This is an optimization exercise on Yosys and OpenROAD, whose aim is small area, not a production implementation.
In this exercise RTL edits were held to simulation tests only and were not proved equivalent to the original.

### config.mk
export PLATFORM = sky130hd
export DESIGN_NAME = video_frontend
export DESIGN_NICKNAME = video_frontend
export VERILOG_FILES = /design/flow/design.v
export SDC_FILE = /design/flow/constraint.sdc
export NUM_CORES = 4
export LEC_CHECK = 0
export CAP_MARGIN = 20
export CORE_MARGIN = 2
export CORE_UTILIZATION = 40
export SLEW_MARGIN = 20
### constraint.sdc
create_clock -name core_clock -period 7.0 [get_ports {PCLK_i}]
set_input_delay 1.4000 -clock core_clock [delete_from_list [all_inputs] [get_ports {PCLK_i}]]
set_output_delay 1.4000 -clock core_clock [all_outputs]
set_load 0.01 [all_outputs]
### design.v
`timescale 1ns/10ps
`default_nettype none
module sync_regen (
    input  wire        PCLK_i,
    input  wire        rst_i,
    input  wire        hs_i,
    input  wire        vs_i,
    input  wire        hs_pol_i,
    input  wire        vs_pol_i,
    input  wire [63:0] timing_cfg_i,
    output wire [25:0] sync_o
);
    localparam HW = 12;
    localparam VW = 11;
    localparam SYNC_W = 3 + 2*VW + 1;
    wire [7:0]    cfg_h_synclen   = timing_cfg_i[63:56];
    wire [8:0]    cfg_h_backporch = timing_cfg_i[55:47];
    wire [HW-1:0] cfg_h_active    = timing_cfg_i[46:35];
    wire [3:0]    cfg_v_synclen   = timing_cfg_i[34:31];
    wire [8:0]    cfg_v_backporch = timing_cfg_i[30:22];
    wire [VW-1:0] cfg_v_active    = timing_cfg_i[21:11];
    wire [VW-1:0] cfg_v_sof_line  = timing_cfg_i[10:0];
    wire          hs_act;
    wire          vs_act;
    reg           hs_act_q;
    reg           vs_act_q;
    wire          h_edge;
    wire          v_edge;
    reg           line_pend;
    reg  [HW-1:0] h_cnt;
    reg  [VW-1:0] v_cnt;
    wire [VW-1:0] v_next;
    wire [HW-1:0] h_start;
    wire [HW:0]   h_end;
    wire [VW-1:0] v_start;
    wire [VW:0]   v_end;
    wire [HW-1:0] x_full;
    wire [VW-1:0] y_full;
    reg           hsync_q;
    reg           vsync_q;
    reg           de_q;
    reg           sof_q;
    reg  [VW-1:0] xpos_q;
    reg  [VW-1:0] ypos_q;
    wire [SYNC_W-1:0] stage1;
    reg  [SYNC_W-1:0] dly_q [0:5-2];
    integer i;
    assign hs_act = hs_i ~^ hs_pol_i;
    assign vs_act = vs_i ~^ vs_pol_i;
    assign h_edge = hs_act_q & ~hs_act;
    assign v_edge = vs_act_q & ~vs_act;
    assign h_start = {{(HW-8){1'b0}}, cfg_h_synclen} + {{(HW-9){1'b0}}, cfg_h_backporch};
    assign h_end   = {1'b0, h_start} + {1'b0, cfg_h_active};
    assign v_start = {{(VW-4){1'b0}}, cfg_v_synclen} + {{(VW-9){1'b0}}, cfg_v_backporch};
    assign v_end   = {1'b0, v_start} + {1'b0, cfg_v_active};
    assign x_full = h_cnt - h_start;
    assign y_full = v_cnt - v_start;
    assign v_next = line_pend ? {{(VW-1){1'b0}}, 1'b1} : v_cnt + 1'b1;
    always @(posedge PCLK_i) begin
        if (rst_i) begin
            hs_act_q  <= 1'b0;
            vs_act_q  <= 1'b0;
            h_cnt     <= {HW{1'b0}};
            v_cnt     <= {VW{1'b0}};
            line_pend <= 1'b0;
            hsync_q   <= 1'b0;
            vsync_q   <= 1'b0;
            de_q      <= 1'b0;
            sof_q     <= 1'b0;
        end else begin
            hs_act_q <= hs_act;
            vs_act_q <= vs_act;
            de_q <= (h_cnt >= h_start) && ({1'b0, h_cnt} < h_end)
                 && (v_cnt >= v_start) && ({1'b0, v_cnt} < v_end);
            if (h_edge) begin
                h_cnt   <= {HW{1'b0}};
                hsync_q <= 1'b0;
                v_cnt   <= v_next;
                sof_q   <= (v_next == cfg_v_sof_line);
                if (line_pend) begin
                    vsync_q <= 1'b0;
                end else if (v_cnt == {{(VW-4){1'b0}}, cfg_v_synclen} - 1'b1) begin
                    vsync_q <= 1'b1;
                end
            end else begin
                h_cnt <= h_cnt + 1'b1;
                if (h_cnt == {{(HW-8){1'b0}}, cfg_h_synclen} - 1'b1) begin
                    hsync_q <= 1'b1;
                end
            end
            if (v_edge) begin
                line_pend <= 1'b1;
            end else if (h_edge) begin
                line_pend <= 1'b0;
            end
        end
    end
    always @(posedge PCLK_i) begin
        xpos_q <= x_full[VW-1:0];
        ypos_q <= y_full;
    end
    assign stage1 = {hsync_q, vsync_q, de_q, xpos_q, ypos_q, sof_q};
    always @(posedge PCLK_i) begin
        if (rst_i) begin
            for (i = 0; i < 5-1; i = i + 1) begin
                dly_q[i] <= {SYNC_W{1'b0}};
            end
        end else begin
            dly_q[0] <= stage1;
            for (i = 1; i < 5-1; i = i + 1) begin
                dly_q[i] <= dly_q[i-1];
            end
        end
    end
    assign sync_o = dly_q[5-2];
endmodule
`default_nettype wire
`timescale 1ns/10ps
`default_nettype none
module csc_ycbcr_rgb (
    input  wire        PCLK_i,
    input  wire        rst_i,
    input  wire        csc_en_i,
    input  wire        csc_mode_i,
    input  wire [23:0] video_i,
    output reg  [23:0] video_o
);
    localparam SUM_W  = 8 + 3;
    localparam PROD_W = SUM_W + 18;
    localparam FRAC_W = 15;
    localparam PW     = 8;
    reg         [3*PW-1:0]       byp_q [0:5-2];
    reg  signed [SUM_W-1:0]      y2_q;
    reg  signed [SUM_W-1:0]      cb2_q;
    reg  signed [SUM_W-1:0]      cr2_q;
    reg  signed [18-1:0] rcr_coef_q;
    reg  signed [18-1:0] gcb_coef_q;
    reg  signed [18-1:0] gcr_coef_q;
    reg  signed [18-1:0] bcb_coef_q;
    wire signed [PROD_W-1:0]     rcr_prod;
    wire signed [PROD_W-1:0]     gcb_prod;
    wire signed [PROD_W-1:0]     gcr_prod;
    wire signed [PROD_W-1:0]     bcb_prod;
    reg  signed [SUM_W-1:0]      y3_q;
    reg  signed [SUM_W-1:0]      rcr3_q;
    reg  signed [SUM_W-1:0]      gcb3_q;
    reg  signed [SUM_W-1:0]      gcr3_q;
    reg  signed [SUM_W-1:0]      bcb3_q;
    wire signed [SUM_W-1:0]      r_sum;
    wire signed [SUM_W-1:0]      g_sum;
    wire signed [SUM_W-1:0]      b_sum;
    reg         [3*PW-1:0]       rgb4_q;
    integer i;
    function [PW-1:0] clamp_pix;
        input signed [SUM_W-1:0] s;
        begin
            if (s < 0) begin
                clamp_pix = 0;
            end else if (s > 255) begin
                clamp_pix = 255;
            end else begin
                clamp_pix = s[PW-1:0];
            end
        end
    endfunction
    always @(posedge PCLK_i) begin
        byp_q[0] <= video_i;
        for (i = 1; i < 5-1; i = i + 1) begin
            byp_q[i] <= byp_q[i-1];
        end
    end
    assign rcr_prod = cr2_q * rcr_coef_q;
    assign gcb_prod = cb2_q * gcb_coef_q;
    assign gcr_prod = cr2_q * gcr_coef_q;
    assign bcb_prod = cb2_q * bcb_coef_q;
    assign r_sum = y3_q + rcr3_q;
    assign g_sum = y3_q - gcb3_q - gcr3_q;
    assign b_sum = y3_q + bcb3_q;
    always @(posedge PCLK_i) begin
        if (csc_en_i) begin
            y2_q  <= $signed({3'b000, byp_q[0][2*PW-1:PW]});
            cb2_q <= $signed({3'b000, byp_q[0][PW-1:0]}) - 128;
            cr2_q <= $signed({3'b000, byp_q[0][3*PW-1:2*PW]}) - 128;
            if (csc_mode_i) begin
                rcr_coef_q <= 18'h0C8F9;
                gcb_coef_q <= 18'h017EF;
                gcr_coef_q <= 18'h03BB2;
                bcb_coef_q <= 18'h0ED84;
            end else begin
                rcr_coef_q <= 18'h0B395;
                gcb_coef_q <= 18'h02C08;
                gcr_coef_q <= 18'h05B64;
                bcb_coef_q <= 18'h0E2F1;
            end
            y3_q   <= y2_q;
            rcr3_q <= rcr_prod[FRAC_W+SUM_W-1:FRAC_W];
            gcb3_q <= gcb_prod[FRAC_W+SUM_W-1:FRAC_W];
            gcr3_q <= gcr_prod[FRAC_W+SUM_W-1:FRAC_W];
            bcb3_q <= bcb_prod[FRAC_W+SUM_W-1:FRAC_W];
            rgb4_q[3*PW-1:2*PW] <= clamp_pix(r_sum);
            rgb4_q[2*PW-1:PW]   <= clamp_pix(g_sum);
            rgb4_q[PW-1:0]      <= clamp_pix(b_sum);
        end
    end
    always @(posedge PCLK_i) begin
        if (rst_i) begin
            video_o <= {3*PW{1'b0}};
        end else if (csc_en_i) begin
            video_o <= rgb4_q;
        end else begin
            video_o <= byp_q[5-2];
        end
    end
endmodule
`default_nettype wire
`timescale 1ns/10ps
`default_nettype none
module video_frontend (
    input  wire        PCLK_i,
    input  wire        rst_i,
    input  wire [23:0] video_i,
    input  wire        hs_i,
    input  wire        vs_i,
    input  wire        hs_pol_i,
    input  wire        vs_pol_i,
    input  wire [63:0] timing_cfg_i,
    input  wire        csc_en_i,
    input  wire        csc_mode_i,
    output wire [23:0] video_o,
    output wire [25:0] sync_o
);
    sync_regen u_sync_regen (
        .PCLK_i       (PCLK_i),
        .rst_i        (rst_i),
        .hs_i         (hs_i),
        .vs_i         (vs_i),
        .hs_pol_i     (hs_pol_i),
        .vs_pol_i     (vs_pol_i),
        .timing_cfg_i (timing_cfg_i),
        .sync_o       (sync_o)
    );
    csc_ycbcr_rgb u_csc (
        .PCLK_i     (PCLK_i),
        .rst_i      (rst_i),
        .csc_en_i   (csc_en_i),
        .csc_mode_i (csc_mode_i),
        .video_i    (video_i),
        .video_o    (video_o)
    );
endmodule
`default_nettype wire
### run.sh
#!/bin/bash
# synth_recipe.tcl (not shown) runs the flow's synth.tcl, then flattens the netlist and writes it again
# the make line also repeats each setting of config.mk as NAME=value (left out here)
make -C /OpenROAD-flow-scripts/flow DESIGN_CONFIG=/design/flow/config.mk WORK_HOME=/design/flow/orfs CLKGATE_MAP_FILE= SYNTH_SCRIPT=/design/flow/synth_recipe.tcl finish
==> results_dict.tcl <==
set metrics [dict create \
    slowest_delay_ns 0.89 \
    seqPwrFrac_pct 23.4 \
    p_leak_uw 0.0161 \
    syn-instance-count 2803 \
    synth_ff_type "dfxtp_1" \
    slowest_stage "edfxtp_1" \
    clk_latency_ns 0.54 \
    grt_setup_unrepaired "false" \
    critical-path-top-delay-family "adder cells" \
    wirelength_um 64700 \
    crit_path_max_fanout 21 \
    tightest_slew_ns 0.881 \
    worst_ep_required_time_ns 7.28 \
    synth_xor_area_share_pct 4.66 \
    grt_antenna_before_repair 1 \
    setup_viol 0 \
    cts_hold_buf 0 \
    path_common_cell "fa_1" \
    p_comb_share_pct 61.0 \
    placementRows 99 \
    grt_pass1_wl_um 107000 \
    synth_cell_type_count 74 \
    cts.repair.resized 0 \
    synth_seq_area_share_pct 29.3 \
    p_int_uw 7520 \
    dp.cells 3887 \
    grt_usage_pct 17.7 \
    syn_area_sq_um 29300 \
    synth_top_family_by_area "adder cells" \
    place_congestion 0.933 \
    fp.coreArea_sq_um 72700 \
    drive_gt1_share_pct 3.50 \
    die_w_um 275 \
    die_area_sq_um 75400 \
    total_power_uw 13100 \
    ys_ff_latch 378 \
    async_reset_ff_share_pct 0 \
    status "finished clean" \
    multi_input_area_sq_um 18400 \
    numCtsBuffers 38 \
    ys_warn_count 4 \
    slew_violations 0 \
    rr_worst_depth 21 \
    switching_power_uw 5590 \
    crit_arrival_ns 6.73 \
    post_cts.repair.setup_buffers 0 \
    grt_max_degree 81 \
    p_per_area_nw_per_um2 394 \
    swShare_pct 42.6 \
    period_share_pct 92.2 \
    drt_iter0_drc 800 \
    fillers 6668 \
    drt_pre_antenna_iters 6 \
    setup-tns-final_ns 0 \
    synth_edf_count 102 \
    cts_max_level 2 \
    hold_class "flop to flop" \
    yosys.area.top_type "fa_1" \
    clkTransAtPathRegs_ns 0.07 \
    cts_tree "done" \
    syn2layout_area_growth_pct 13.4 \
    grt_pass1_vias 20600 \
    synth_simple_gate_area_share_pct 9.13 \
    finish.net_count 3807 \
    synth_nets 3642 \
    syn_area_per_cell_sq_um 10.5 \
    setup_ws_ns 0.545 \
    io_buffers 145 \
    synth_top_area_share_pct 22.0 \
    clkPwrFrac_pct 15.7 \
    peakVddDrop_mv 0.222 \
    dieHeight_um 275 \
    post-route-drc-count 0 \
    viasPerCell 4.84 \
    ant_nets 0 \
    drt-wirelength-per-cell_um 16.3 \
    yosysMostFrequentCell "inv_1" \
    crit_type "flop to flop" \
    path_depth 21 \
    hold_path_depth 0 \
    critPathBufInv 4 \
    place.detailed.hpwl_um 54600 \
    stdcell_count 3958 \
    synth_mux_area_share_pct 0.995 \
    clock.fmax_mhz 155 \
    synthTopCellsByArea "fa_1 (22%), dfxtp_1 (19%), ha_1 (18%)" \
    start_util_pct 40.3 \
    cts_root_buf "clkbuf_16" \
    cp_cell_sequence "and2_1 -> xnor2_1 -> inv_1 -> ha_1 -> nand2b_1 -> fa_1 -> fa_1 -> fa_1 -> inv_1 -> fa_1 -> inv_1 -> ha_1 -> nand3_1 -> o22ai_1 -> o21ai_1 -> o31ai_1 -> buf_4 -> a311o_1 -> a21o_1 -> a2111oi_0 -> nor3_1" \
    period_minus_slack_ns 6.45 \
    fin_skew_ns 0.0255 \
    synth_commonest_cells "inv_1 (584), ha_1 (421), fa_1 (322), dfxtp_1 (276), nor2_1 (151)" \
    final_hold_viol_count 0 \
    io-pin-count 146 \
    gr-total-overflow 0 \
    cts.sinks 378 \
    cp-end-kind "flop" \
    cp-start-kind "flop" \
    relSlewSlack_pct 41.1 \
    synth_compound_area_share_pct 7.91 \
    vias 19100 \
    synthAdderAreaFrac_pct 40.0 \
    seq_area_sq_um 8590 \
    clockBufferDepth 3 \
    drv_cap 0 \
    place_ws_ns 0.617 \
]
[flip-flops by register name, indices dropped and copies added (netlist names), 8 cells and up]
signal,count
u_csc.rgb4_q,24
u_sync_regen.dly_q,104
u_sync_regen.v_cnt,11
u_csc.byp_q,96
u_csc.gcr3_q,11
u_csc.cb2_q,8
u_csc.video_o,24
u_csc.bcb3_q,11
u_csc.y2_q,8
u_csc.rcr3_q,11
u_csc.cr2_q,8
u_csc.y3_q,8
u_sync_regen.h_cnt,12
u_sync_regen.xpos_q,11
u_sync_regen.ypos_q,11
u_csc.gcb3_q,11
[cell usage in the layout (no fill, tap or decap), types with 29 or more instances in the layout]
cell type,instances
a21o_1,41
a21oi_1,121
clkbuf_16,39
clkdlybuf4s50_1,143
dfxtp_1,276
edfxtp_1,102
fa_1,322
ha_1,421
inv_1,584
nand2_1,76
nand2b_1,29
nand3_1,31
nor2_1,151
nor2b_1,120
o21ai_0,43
xnor2_1,97
xor2_1,57
[worst register-to-register path, delay by kind of cell, from the launching register on]
| kind | cells | cell delay, ns |
|---|---|---|
| compound gates | 6 | 1.39 |
| fa+ha+maj | 6 | 2.49 |
| flops | 1 | 0.89 |
| xor+xnor | 1 | 0.23 |
| buf+inv | 4 | 0.38 |
| simple gates | 4 | 0.82 |
[cells by family after synthesis]
family	Yosys count
adders and majority gates	743
buffers and inverters	623
and+or+nand+nor	521
DFF	378
AOI/OAI and AO/OA	353
xor gates and xnor gates	155
muxes	29
other	1
[final timing paths]
path	from	endpoint	slack [ns]
min reg2reg	u_csc.byp_q[1][10]	u_csc.byp_q[2][10]	0.32
max reg2reg	u_csc.rcr_coef_q[11]	u_csc.gcr3_q[6]	0.55
max	u_csc.rcr_coef_q[11]	u_csc.gcr3_q[6]	0.55
min	u_csc.byp_q[1][10]	u_csc.byp_q[2][10]	0.32
[layout make-up]
cell class	count	share of cell area, %
antenna	1	0.00753
clock buffer	52	3.29
clock inverter	18	0.602
inverter	584	6.60
multi-input combinational	1802	55.3
sequential	378	25.8
tap	959	3.61
timing repair buffer	164	4.79
[per-layer routing]
metal	global-route usage, %	up-vias	share of wire (%)
li1	-	9390	-
met2	31.1	289	49
met4	4.05	0	2.1
met3	1.74	83	3.3
met1	23.5	9386	45
met5	0	-	0
[metrics by stage]
stage / instance area, sq um / hold WS (ns) / util (%)
2_1_floorplan: 29300 / 0.310 / -
4_1_cts: 33200 / 0.326 / 45.7
5_1_grt: 33200 / 0.330 / 45.7
6_report: 33200 / 0.324 / 45.7
3_5_place_dp: 31900 / 0.312 / 43.9
3_3_place_gp: 31900 / 0.310 / 43.9
[power groups by stage]
stage	logic [uW]	clock network, uW	registers (uW)
3_3_place_gp	7760	0	3110
3_5_place_dp	7980	0	3120
5_1_grt	9160	2210	3100
6_report	7990	2050	3070
4_1_cts	8060	2120	3070
2_1_floorplan	5930	0	3040

separate check: timing with driven ports:
In the flow no input, the clock included, has a driving cell. The finished layout below was timed again as built, in two steps.
Step 1, drivers: a clkbuf_16 drives PCLK_i and a buf_2 each remaining input, both assumed.
Step 2 moves the port delays by t, midway between the first and last clock arrival at a register: inputs arrive t later, outputs are due t later. That takes back most of the time a late clock gives input paths.
a / b / c = ideal / step 1 / step 2; a / b = the first two.
t (ns): 0.585
slack for setup (ns): 0.545 / 0.545 / 0.498
worst setup path after step 2: input to register
pins driven straight from the clock port: 1
After both steps this run still meets setup and hold. The setup slack of this run moves by 0.000 ns with the drivers and by -0.047 ns with both steps.
